What follows belongs to an exercise in optimizing a design on an open flow for small area, a short achievable clock period and few clock cycles per item; a production flow would make more cautious choices. Function was checked by simulation only, so behaviour that the tests miss may differ from the original. Power is estimated from default activity; no workload was simulated.

## run 1
Design sha256_hash_engine, start of the top module:
module sha256_hash_engine (
   input  logic        clock,
   input  logic        reset,
   input  logic        req_valid,
   output logic        req_ready,
   input  logic [7:0]  req_data_byte,
   input  logic        req_byte_present,
   input  logic        req_message_end,
   output logic        rsp_valid,
   input  logic        rsp_ready,
   output logic [31:0] rsp_digest_word,
   output logic [2:0]  rsp_word_index,
   output logic        rsp_last_word
);
Size in the first run: ~8500 cells after synthesis, about 1700 flip-flops, roughly 52 I/O pins, roughly 0.080 mm2 of cells after synthesis.
export LEC_CHECK = 0
export CAP_MARGIN = 20
export CORE_MARGIN = 2
export CORE_UTILIZATION = 40
export PLACE_DENSITY = 0.6
export SETUP_SLACK_MARGIN = 5
export SLEW_MARGIN = 20
export TNS_END_PERCENT = 10
create_clock -name core_clock -period 10.0 [get_ports {clock}]
run.sh (not shown) runs the stock make flow with config.mk's settings and CLKGATE_MAP_FILE= SYNTH_SCRIPT=/design/flow/synth_recipe.tcl, a recipe that flattens the netlist after the stock synthesis.
Testbench counts of run 1, summed over its fixed seeds: cycles 24,047, messages 192.
[inputs] run 2 vs run 1
diff --git a/flow/config.mk b/flow/config.mk
--- a/flow/config.mk
+++ b/flow/config.mk
@@ -10,2 +10,4 @@
-export CORE_UTILIZATION = 40
-export PLACE_DENSITY = 0.6
+export CORE_UTILIZATION = 50
+export CTS_CLUSTER_DIAMETER = 100
+export CTS_CLUSTER_SIZE = 20
+export PLACE_DENSITY = 0.7
@@ -14 +15,0 @@
-export TNS_END_PERCENT = 10
From run 1 to run 2 the numbers moved as follows: power has decreased, clock period minus final worst setup slack has decreased. Lower power share of the clock group was reported by run 2, not run 1. Per the comparison of run 2 with run 1, flop-to-flop setup slack went up by 0.09 ns, post-synthesis to final-layout area growth now sits lower, length of the first detailed-routing pass in iterations -1, largest net degree at the start of global routing picked up an extra 9.4%.
Here is what was changed in the inputs of run 3 compared with run 2.
diff --git a/flow/config.mk b/flow/config.mk
--- a/flow/config.mk
+++ b/flow/config.mk
@@ -10 +10 @@
-export CORE_UTILIZATION = 50
+export CORE_UTILIZATION = 40
@@ -13,2 +13,2 @@
-export PLACE_DENSITY = 0.7
-export SETUP_SLACK_MARGIN = 5
+export PLACE_DENSITY = 0.6
+export SETUP_SLACK_MARGIN = 4.5
Notes after the runs:
Run 3 ended with every stage complete and zero timing, DRC or antenna violations.
Side by side, final critical-path setup slack turned out lower in run 3 than in run 2.
Final routed wire length divided by cell count on run 3 is down relative to run 2.
Re count of instances resized after the clock tree is built: run 2 was higher than run 3.
Summary of run 3 over run 2: reported leakage power fell by about 1.4%, minimum period implied by the final worst setup slack rose by 0.31 ns, fraction of final layout cells with drive strength greater than 1 fell by 1.7 points, area used by multi-input combinational logic fell by 1.1%, per-cell via count in the routed design fell by 6.2%.
Reported for run 3 and run 2, number of clock buffers inserted by TritonCTS turned out identical to the last digit.
Run 2 -> run 3: count of inverters other than clock inverters in the layout delta 0, exact match

========
== yarrow ==
Another version of the RTL of sha256_hash_engine (not shown whole).
Size: roughly 52 I/O pins, roughly 0.082 mm2 of cells after synthesis.
clock: 10.0 ns
lec_check: 0
cap_margin: 20
core_margin: 2
core_utilization: 55
place_density: 0.7
setup_slack_margin: 5
slew_margin: 20
Testbench counts of yarrow, summed over its fixed seeds: cycles 24,062, messages 192.
Here is what was changed in the inputs of tundra compared with yarrow.
# yarrow
export LEC_CHECK = 0
export CAP_MARGIN = 20
export CORE_MARGIN = 2
export CORE_UTILIZATION = 55
export PLACE_DENSITY = 0.7
export SETUP_SLACK_MARGIN = 5
export SLEW_MARGIN = 20
create_clock -name core_clock -period 10.0 [get_ports {clock}]
# tundra
export LEC_CHECK = 0
export CAP_MARGIN = 20
export CORE_MARGIN = 2
export CORE_UTILIZATION = 40
export PLACE_DENSITY = 0.6
export SETUP_SLACK_MARGIN = 5
export SLEW_MARGIN = 20
create_clock -name core_clock -period 10.0 [get_ports {clock}]
## What came out
When tundra is set beside yarrow, its number of antenna violations at the first check in global routing turns out to be 3 smaller. For switching power share of the total, yarrow and tundra come out practically identical. Re power dissipated by switching net loads: yarrow and tundra aren't equal, and the higher value belongs to tundra. Taking yarrow as the reference, in tundra number of failing hold endpoints at the final stage has remained practically unchanged; cell-internal power went up; highest clock frequency the design can meet climbed 1.7%; xor and xnor area share after synthesis flat. tundra: PASS, flow complete, no timing, DRC or antenna violations. From yarrow to tundra the numbers moved as follows: clock latency at the later pin of the worst-skew pair rose by 0.04 ns, total power draw rose by 1.5%.

========
RTL: one of the versions met above, not the one the previous note started from.
Size in the first run: about 8500 cells after synthesis, roughly 52 I/O pins, about 80000 um2 of cells after synthesis.
clock: 10.0 ns
lec_check: 0
cap_margin: 20
core_margin: 2
core_utilization: 55
cts_cluster_diameter: 100
cts_cluster_size: 20
place_density: 0.75
setup_slack_margin: 5
slew_margin: 20
The first run completed without violations.
Testbench counts at the start, summed over its fixed seeds: cycles 24,047, messages 192.
Change:
Settings changed: CORE_UTILIZATION 55 to 40, PLACE_DENSITY 0.75 to 0.6.
Clock skew decreases by 14 ps.
Cell count goes up by 7.3%.
Sequential power hardly moves.
Final area grows by about 1.4%.
Synthesized area stays the same.
Wire length is higher by 5.1%.
Worst setup slack improved by 62 ps.
Core utilization drops by 16 points.
Power rose by about 0.7%.
Clock power increases by about 0.9%.
Change:
Settings changed: CAP_MARGIN 20 to 10, CORE_UTILIZATION 40 to 50, PLACE_DENSITY 0.6 to 0.7, SLEW_MARGIN 20 to 10.
- power is lower by 0.46%
- final area decreases by 1.0%
- sequential power barely changes
- register-to-register slack degrades by 50 ps
Change:
Settings changed: CAP_MARGIN 10 to 20, CORE_UTILIZATION 50 to 40, CTS_CLUSTER_DIAMETER 100 to unset, CTS_CLUSTER_SIZE 20 to unset, PLACE_DENSITY 0.7 to 0.6, SLEW_MARGIN 10 to 20.
The changed run went through all stages and came out clean.
Worst hold slack loses 21 ps.
Clock-buffer cell count rises by 87.
Core utilization falls by 9.2 points.
Die area rises by 25%.
Change:
Settings changed: CTS_CLUSTER_DIAMETER set to 90, CTS_CLUSTER_SIZE set to 24, TNS_END_PERCENT set to 10.
- The new run produced a clean layout
- area after synthesis is unchanged
- hold slack loses 3.5 ps
- clock power is lower by well over a third
- design area fell by a few percent
- critical path depth is lower by 13

==> separate check: timing with driven ports <==
How much do the figures lean on ideal ports? The routed layouts below were timed once more, with nothing changed but the port constraints. Step 1, drivers: a clkbuf_16 drives clock and a buf_2 each remaining input, both assumed. Step 2 times the ports against the registers' clock, not the clock port: input delays grow and output delays shrink by t, the midpoint of the rising clock arrivals with the driver on. a / b / c = ideal ports / drivers / drivers and shift; a / b = the first two.
run | t, ns | setup slack, ns | worst setup path after step 2 | worst register clock-pin slew, ns
run 1 | 0.910 | 4.876 / 4.798 / 4.236 | input to register | 0.08 / 0.08
run 2 | 0.837 | 4.955 / 4.862 / 4.341 | input to register | 0.11 / 0.11
run 3 | 0.839 | 4.641 / 4.591 / 3.990 | input to register | 0.10 / 0.10
yarrow | 0.891 | 4.632 / 4.632 / 4.632 | register to register | 0.07 / 0.07
tundra | 0.916 | 4.721 / 4.721 / 4.721 | register to register | 0.07 / 0.07
the first run of note 3 | 0.842 | 4.958 / 4.890 / 4.133 | input to register | 0.10 / 0.10
the second run of note 3 | 0.849 | 5.020 / 4.936 / 4.322 | input to register | 0.10 / 0.10
the third run of note 3 | 0.821 | 4.983 / 4.920 / 4.400 | input to register | 0.10 / 0.10
the fourth run of note 3 | 0.907 | 4.964 / 4.947 / 4.273 | input to register | 0.07 / 0.07
the fifth run of note 3 | 0.843 | 4.862 / 4.784 / 4.237 | input to register | 0.11 / 0.11
After both steps every run listed still meets setup and hold. For the first run of note 3, which loses most, drivers alone change the setup slack by -0.068 ns; drivers and shift together by -0.825 ns.
